From an optimization exercise on the open Yosys and OpenROAD flow, aimed at small area; shortcuts taken in it are not production practice. In this exercise RTL edits were held to simulation tests only and were not proved equivalent to the original. Power is estimated from default activity; no workload was simulated.

==> build 66 <==
==> flow/design.v <==
package pcq_pkg;
  localparam logic [2:0] CMD_INIT     = 3'd0;
  localparam logic [2:0] CMD_ENQUEUE  = 3'd1;
  localparam logic [2:0] CMD_CANCEL   = 3'd2;
  localparam logic [2:0] CMD_DISPATCH = 3'd3;
  localparam logic [2:0] CMD_MARK_ALL = 3'd4;
endpackage
module priority_command_queue_with_cancel #(
  parameter int MAX_COMMANDS   = 32,
  parameter int MAX_PRIORITIES = 8
) (
  input  logic        clk,
  input  logic        rst_n,
  input  logic        in_tvalid,
  output logic        in_tready,
  input  logic [15:0] in_tdata,    
  output logic        out_tvalid,
  input  logic        out_tready,
  output logic [15:0] out_tdata,   
  input  logic        cfg_valid,
  output logic        cfg_ready,
  input  logic [0:0]  cfg_index,
  input  logic [3:0]  cfg_data
);
  localparam logic [2:0] S_CLR  = 3'd0;
  localparam logic [2:0] S_IDLE = 3'd1;
  localparam logic [2:0] S_A    = 3'd3;
  localparam logic [2:0] S_B    = 3'd4;
  localparam logic [2:0] S_OUT  = 3'd5;
  function automatic logic lt6(input logic [5:0] a, input logic [5:0] b);
    logic r;
    r = 1'b0;
    for (int i = 0; i < 6; i++) r = (~a[i] & b[i]) | ((~a[i] | b[i]) & r);
    lt6 = r;
  endfunction
  function automatic logic lt3(input logic [2:0] a, input logic [2:0] b);
    logic r;
    r = 1'b0;
    for (int i = 0; i < 3; i++) r = (~a[i] & b[i]) | ((~a[i] | b[i]) & r);
    lt3 = r;
  endfunction
  logic       running_r;
  logic [2:0] np_r;
  assign cfg_ready = 1'b1;
  always_ff @(posedge clk) begin
    if (!rst_n) begin
      running_r <= 1'b0;
      np_r      <= 3'd1;
    end else if (cfg_valid) begin
      if (cfg_index == 1'b0) running_r <= cfg_data[0];
      else if (cfg_data[3]) np_r <= 3'd0;
      else if (cfg_data[2:0] == 3'd0) np_r <= 3'd1;
      else np_r <= cfg_data[2:0];
    end
  end
  logic [5:0] sring [32];   
  logic [5:0] bring [8];    
  logic [5:0] sfb, bfb;
  logic [4:0] ph;
  logic [2:0] st_r;
  logic [2:0] cmd_r;
  logic [4:0] id_r;    
  logic [2:0] pr_r;    
  logic [5:0] th_r;    
  logic       f_r;     
  logic       mk_r;    
  logic       aq_r;    
  always_ff @(posedge clk) begin
    for (int i = 0; i < 31; i++) sring[i] <= sring[i+1];
    sring[31] <= sfb;
    for (int i = 0; i < 7; i++) bring[i] <= bring[i+1];
    bring[7] <= bfb;
  end
  logic       e_mk;
  logic [4:0] e_r;
  logic [5:0] bnd;
  logic [2:0] bi;
  assign {e_mk, e_r} = sring[0];
  assign bnd = bring[0];
  assign bi  = ph[2:0];
  logic is_enq, is_can, is_dis, is_ini, is_mrk;
  assign is_ini = cmd_r == pcq_pkg::CMD_INIT;
  assign is_enq = cmd_r == pcq_pkg::CMD_ENQUEUE;
  assign is_can = cmd_r == pcq_pkg::CMD_CANCEL;
  assign is_dis = cmd_r == pcq_pkg::CMD_DISPATCH;
  assign is_mrk = cmd_r == pcq_pkg::CMD_MARK_ALL;
  logic in_a, in_b, last, rot0;
  assign in_a = st_r == S_A;
  assign in_b = st_r == S_B;
  assign last = ph == 5'd31;
  assign rot0 = ph[4:3] == 2'd0;
  logic q, hit, prio_ok, enq_ok, rm, r_lt, r_eq, b_le;
  assign q       = (e_r != 5'd31) | aq_r;
  assign hit     = ph == id_r;
  assign prio_ok = (np_r == 3'd0) || lt3(pr_r, np_r);
  assign enq_ok  = is_enq && running_r && !f_r && prio_ok;
  assign rm      = f_r && (is_can || is_dis);
  assign r_lt    = lt6({1'b0, e_r}, th_r);
  assign r_eq    = {1'b0, e_r} == th_r;
  assign b_le    = !lt6(th_r, bnd);
  logic [4:0] r_step;
  always_comb begin : r_stepper
    logic t;
    t = 1'b1;
    for (int i = 0; i < 5; i++) begin
      r_step[i] = e_r[i] ^ t;
      t = t & (e_r[i] ^ rm);
    end
  end
  logic [5:0] b_step;
  always_comb begin : b_stepper
    logic t;
    t = 1'b1;
    for (int i = 0; i < 6; i++) begin
      b_step[i] = bnd[i] ^ t;
      t = t & (bnd[i] ^ rm);
    end
  end
  always_comb begin
    sfb = sring[0];
    case (st_r)
      S_CLR: sfb = {1'b0, 5'd31};
      S_A:   if (is_ini && hit && !q) sfb[5] = 1'b0;
      S_B: begin
        if (enq_ok) begin
          if (hit) sfb[4:0] = th_r[4:0];
          else if (q && !r_lt) sfb[4:0] = r_step;
        end
        if (rm && q) begin
          if (r_eq) sfb[4:0] = 5'd31;
          else if (!r_lt) sfb[4:0] = r_step;
        end
        if (is_mrk && q && !r_lt) sfb[5] = 1'b1;
      end
      default: ;
    endcase
  end
  always_comb begin
    bfb = bring[0];
    case (st_r)
      S_CLR: bfb = 6'd0;
      S_B: begin
        if (rot0 && enq_ok && !lt3(pr_r, bi)) bfb = b_step;
        if (rot0 && rm && !b_le) bfb = b_step;
      end
      default: ;
    endcase
  end
  always_ff @(posedge clk) begin
    if (!rst_n) begin
      ph   <= 5'd0;
      aq_r <= 1'b0;
      st_r <= S_CLR;
    end else begin
      ph <= ph + 5'd1;
      case (st_r)
        S_CLR:  if (last) st_r <= S_IDLE;
        S_IDLE: if (in_tvalid && last) st_r <= S_A;
        S_A:    if (last) st_r <= S_B;
        S_B: begin
          if (last) begin
            aq_r <= bring[1] == 6'd32;
            st_r <= S_OUT;
          end
        end
        S_OUT:  if (out_tready) st_r <= S_IDLE;
        default: st_r <= S_IDLE;
      endcase
    end
  end
  always_ff @(posedge clk) begin
    if (st_r == S_IDLE) begin
      cmd_r <= in_tdata[2:0];
      id_r  <= in_tdata[7:3];
      pr_r  <= in_tdata[10:8];
      f_r   <= 1'b0;
    end else if (in_a) begin
      if ((is_ini || is_enq) && hit) f_r <= q;
      if (is_can && hit && q) begin
        f_r  <= 1'b1;
        th_r <= {1'b0, e_r};
      end
      if (bi == (is_enq ? pr_r : np_r) && (is_enq || is_dis || is_mrk))
        th_r <= (bi == 3'd0 && !is_enq) ? 6'd0 : bnd;
      if (is_dis && bi == 3'd0) f_r <= !b_le;
      if (is_can || is_dis) pr_r <= 3'd7;
    end else if (in_b) begin
      if (rot0 && rm && bi != 3'd0 && b_le && pr_r == 3'd7) pr_r <= bi - 3'd1;
      if (is_dis && rm && q && r_eq) begin
        id_r <= ph;
        mk_r <= e_mk;
      end
    end
  end
  logic [2:0] status;
  logic [1:0] kind;
  always_comb begin
    status = 3'd0;
    kind   = 2'd0;
    case (cmd_r)
      pcq_pkg::CMD_INIT: if (f_r) status = 3'd2;
      pcq_pkg::CMD_ENQUEUE: begin
        if (!running_r) status = 3'd1;
        else if (f_r) status = 3'd2;
        else if (!prio_ok) status = 3'd4;
      end
      pcq_pkg::CMD_CANCEL:   if (f_r) kind = 2'd2; else status = 3'd3;
      pcq_pkg::CMD_DISPATCH: if (f_r) kind = 2'd1; else status = 3'd3;
      default: ;
    endcase
  end
  assign in_tready  = st_r == S_IDLE && last;
  assign out_tvalid = st_r == S_OUT;
  assign out_tdata  = {2'b00, kind[0] && mk_r, rm ? pr_r : 3'd0, rm ? id_r : 5'd0, kind, status};
endmodule
==> flow/flow/run.sh <==
#!/bin/bash
# The standard layout with these changes:
# - synthesis is the standard flow's own (synth_recipe.tcl) except that ABC maps the
#   combinational logic with flow/area.abc (flow/synth.tcl); registers come
#   out as in the standard synthesis;
# - after floorplanning the combinational logic is re-mapped for area and
#   unused tie cells are removed (flow/post_floorplan.tcl);
# - CTS inserts no dummy loads and uses small clusters of clkbuf_4;
# - ports are buffered with buf_1;
# - non-critical gates are downsized after global routing.
# make's output goes to make_finish.log; each step's log is under orfs/logs.
set -euo pipefail
here=$(pwd)
export PCQ_FLOW_DIR="$here/flow"
export PCQ_WORK_DIR="$here"
bash standard.sh \
  "SYNTH_SCRIPT=$here/flow/synth.tcl" \
  "POST_FLOORPLAN_TCL=$here/flow/post_floorplan.tcl" \
  'CTS_ARGS=-sink_clustering_enable -repair_clock_nets -dont_use_dummy_load -buf_list sky130_fd_sc_hd__clkbuf_4 -sink_clustering_size 12 -sink_clustering_max_diameter 45' \
  'BUFFER_PORTS_ARGS=-buffer_cell sky130_fd_sc_hd__buf_1' \
  RECOVER_POWER=100 \
  finish > make_finish.log 2>&1
==> flow/flow/area.abc <==
strash
&get -n
&deepsyn -T 30
&put
dch -f
map -a
topo
==> flow/flow/post_floorplan.tcl <==
# Run after ORFS's floorplan step: re-map the combinational logic for area.
# Registers, ports and function stay the same. ABC gets a copy of the
# liberty file without the cells the platform marks don't-use.

# Writes a copy of liberty file lib to flib without the cells matching any
# pattern in patterns; returns how many cells it left out.
proc write_lib_without {lib flib patterns} {
  set in [open $lib r]
  set out [open $flib w]
  set skip 0
  set depth 0
  set dropped 0
  while {[gets $in line] >= 0} {
    if {!$skip && [regexp {^\s*cell\s*\(\s*"?([A-Za-z0-9_]+)"?\s*\)} $line -> name]} {
      foreach p $patterns {
        if {[string match $p $name]} {
          set skip 1
          set depth 0
          incr dropped
          break
        }
      }
    }
    if {$skip} {
      incr depth [expr {[regexp -all {\{} $line] - [regexp -all {\}} $line]}]
      if {$depth <= 0 && [regexp {\}} $line]} {
        set skip 0
      }
      continue
    }
    puts $out $line
  }
  close $in
  close $out
  return $dropped
}

# Removes tie cells whose output drives nothing, with their nets.
proc remove_unused_ties {} {
  set removed 0
  foreach inst [[ord::get_db_block] getInsts] {
    if {[[$inst getMaster] getName] ne [lindex $::env(TIELO_CELL_AND_PORT) 0]} {
      continue
    }
    set used 0
    set nets {}
    foreach it [$inst getITerms] {
      if {![$it isOutputSignal]} {
        continue
      }
      set net [$it getNet]
      if {$net eq "NULL"} {
        continue
      }
      if {[llength [$net getITerms]] > 1 || [llength [$net getBTerms]] > 0} {
        set used 1
      } else {
        lappend nets $net
      }
    }
    if {!$used} {
      odb::dbInst_destroy $inst
      foreach net $nets {
        odb::dbNet_destroy $net
      }
      incr removed
    }
  }
  return $removed
}

set rs_dir [file join $::env(OBJECTS_DIR) restructure]
file mkdir $rs_dir
set rs_lib [file join $rs_dir usable.lib]
puts "restructure: left out [write_lib_without [lindex $::env(LIB_FILES) 0] $rs_lib $::env(DONT_USE_CELLS)] don't-use cells"
report_design_area
restructure -target area \
  -liberty_file $rs_lib \
  -tielo_port [join $::env(TIELO_CELL_AND_PORT) /] \
  -tiehi_port [join $::env(TIEHI_CELL_AND_PORT) /] \
  -work_dir $rs_dir
report_design_area
puts "restructure: removed [remove_unused_ties] unused tie cells"
report_design_area
==> flow/flow/synth.tcl <==
# The standard synthesis (synth_recipe.tcl), except that ABC maps the
# combinational logic with flow/area.abc, a script aimed at area. Registers are
# mapped before ABC runs, so they come out as in the standard synthesis.
set ::area_abc_script [file join $::env(PCQ_FLOW_DIR) area.abc]
proc abc {args} {
  set i [lsearch -exact $args -script]
  if {$i >= 0} {
    lset args [expr {$i + 1}] $::area_abc_script
  }
  yosys abc {*}$args
}
source [file join $::env(PCQ_WORK_DIR) synth_recipe.tcl]
==> flow/standard.sh <==
#!/bin/bash
# synth_recipe.tcl (not shown) runs the flow's synth.tcl, then flattens the netlist and writes it again
# the make line also repeats each setting of config.mk as NAME=value (left out here)
make -C /OpenROAD-flow-scripts/flow DESIGN_CONFIG=/design/flow/config.mk WORK_HOME=/design/flow/orfs CLKGATE_MAP_FILE= SYNTH_SCRIPT=/design/flow/synth_recipe.tcl "${@:-finish}"
==> flow/config.mk <==
export PLATFORM = sky130hd
export DESIGN_NAME = priority_command_queue_with_cancel
export DESIGN_NICKNAME = priority_command_queue_with_cancel
export VERILOG_FILES = /design/flow/design.v
export SDC_FILE = /design/flow/constraint.sdc
export NUM_CORES = 4
export LEC_CHECK = 0
export CAP_MARGIN = 20
export CORE_MARGIN = 2
export CORE_UTILIZATION = 80
export SLEW_MARGIN = 20
==> flow/constraint.sdc <==
create_clock -name core_clock -period 7.0 [get_ports {clk}]
set_input_delay 1.4000 -clock core_clock [delete_from_list [all_inputs] [get_ports {clk}]]
set_output_delay 1.4000 -clock core_clock [all_outputs]
set_load 0.01 [all_outputs]
==> trial 77 (differences from build 66) <==
- CORE_UTILIZATION: 80 -> 40
==> trial 67 (differences from build 66) <==
--- a/flow/flow/run.sh
+++ b/flow/flow/run.sh
@@ -16,7 +16,7 @@
 bash standard.sh \
   "SYNTH_SCRIPT=$here/flow/synth.tcl" \
   "POST_FLOORPLAN_TCL=$here/flow/post_floorplan.tcl" \
-  'CTS_ARGS=-sink_clustering_enable -repair_clock_nets -dont_use_dummy_load -buf_list sky130_fd_sc_hd__clkbuf_4 -sink_clustering_size 12 -sink_clustering_max_diameter 45' \
+  'CTS_ARGS=-sink_clustering_enable -repair_clock_nets -dont_use_dummy_load -buf_list sky130_fd_sc_hd__clkbuf_4 -sink_clustering_size 11 -sink_clustering_max_diameter 45' \
   'BUFFER_PORTS_ARGS=-buffer_cell sky130_fd_sc_hd__buf_1' \
   RECOVER_POWER=100 \
   finish > make_finish.log 2>&1
- CORE_UTILIZATION: 80 -> 60
==> qor summary <==
Slowest CP cell: build 66 sky130_fd_sc_hd__clkinv_1; trial 67 sky130_fd_sc_hd__nor2_1; trial 77 sky130_fd_sc_hd__nor2_1
Layout cells sized above 1: build 66 0.04452; trial 67 0.04849; trial 77 0.05008
Worst Setup SP: build 66 cmd_r[2]; trial 67 st_r[0]; trial 77 st_r[0]
Number of inverters outside the clock class in the layout: build 66 50; trial 67 58; trial 77 58
Worst reg2reg path startpoint: build 66 cmd_r[2]; trial 67 cmd_r[1]; trial 77 cmd_r[2]
Metal2 WL: build 66 6574 um; trial 67 4429 um; trial 77 4957 um
Count of non-filler cells in the finished layout: build 66 692; trial 67 741; trial 77 828
Transition time at the pin with the least slew margin: build 66 1.025 ns; trial 67 0.8519 ns; trial 77 0.8054 ns
Run status: build 66 no timing/DRC/antenna violations; trial 67 no timing/DRC/antenna violations; trial 77 no timing/DRC/antenna violations
Proportion of power drawn by the clock network: build 66 0.268; trial 67 0.275; trial 77 0.279
Number of antenna violations at the first check in global routing: build 66 0; trial 67 0; trial 77 1
Post-synthesis instance area: build 66 7187 um2; trial 67 7192 um2; trial 77 7192 um2
PD cells: build 66 291.8 nW/um2; trial 67 291.9 nW/um2; trial 77 289.5 nW/um2
M1 GR Usage: build 66 0.3610; trial 67 0.2460; trial 77 0.1679
Floorplan Core Area: build 66 8721 um2; trial 67 11,560 um2; trial 77 17,780 um2
CP Max Fanout: build 66 14; trial 67 11; trial 77 11
Number of instances in the synthesized netlist: build 66 579; trial 67 581; trial 77 581
Placement Cell Area: build 66 7273 um2; trial 67 7325 um2; trial 77 7432 um2
Share of the final layout cell area in sequential cells: build 66 0.7536; trial 67 0.7462; trial 77 0.7350
Met2 GRT Util: build 66 0.4912; trial 67 0.2467; trial 77 0.1863
#MultiIn Comb: build 66 199; trial 67 202; trial 77 202
GRT Resource Usage Total: build 66 0.2869; trial 67 0.1686; trial 77 0.1204
Final wirelength: build 66 13,480 um; trial 67 10,550 um; trial 77 11,420 um
M1 wire length: build 66 5242 um; trial 67 5448 um; trial 77 5508 um
WL met3: build 66 1029 um; trial 67 493 um; trial 77 617 um
Clock-pin slew reported for the worst setup and hold paths after clock tree synthesis: build 66 0.12 ns; trial 67 0.11 ns; trial 77 0.11 ns

==> separate check: timing with driven ports <==
No port has a modelled driver above. Below, the same layouts with a new extraction and two added sets of constraints.
Step 1 (the two cells are an assumption about what drives the block):
set clk [get_ports {clk}]
set_driving_cell -lib_cell sky130_fd_sc_hd__clkbuf_16 $clk
set_driving_cell -lib_cell sky130_fd_sc_hd__buf_2 [delete_from_list [all_inputs] $clk]
Step 2, shift: input delay + t, output delay - t, t = (earliest + latest rising clock arrival at the registers) / 2. This alone moves slack from input paths to output paths.
a / b / c = ideal ports / drivers / drivers and shift; a / b = the first two.
| run | t (ns) | slack for setup (ns) | clock arrival spread, ns | cell pins on the clock port's net |
|---|---|---|---|---|
| build 66 | 0.611 | 2.752 / 2.722 / 3.217 | 0.041 / 0.041 | 1 |
| trial 77 | 0.638 | 2.616 / 2.580 / 3.218 | 0.124 / 0.124 | 1 |
| trial 67 | 0.639 | 2.542 / 2.510 / 3.149 | 0.047 / 0.046 | 1 |
After both steps setup and hold are still met in every run listed.
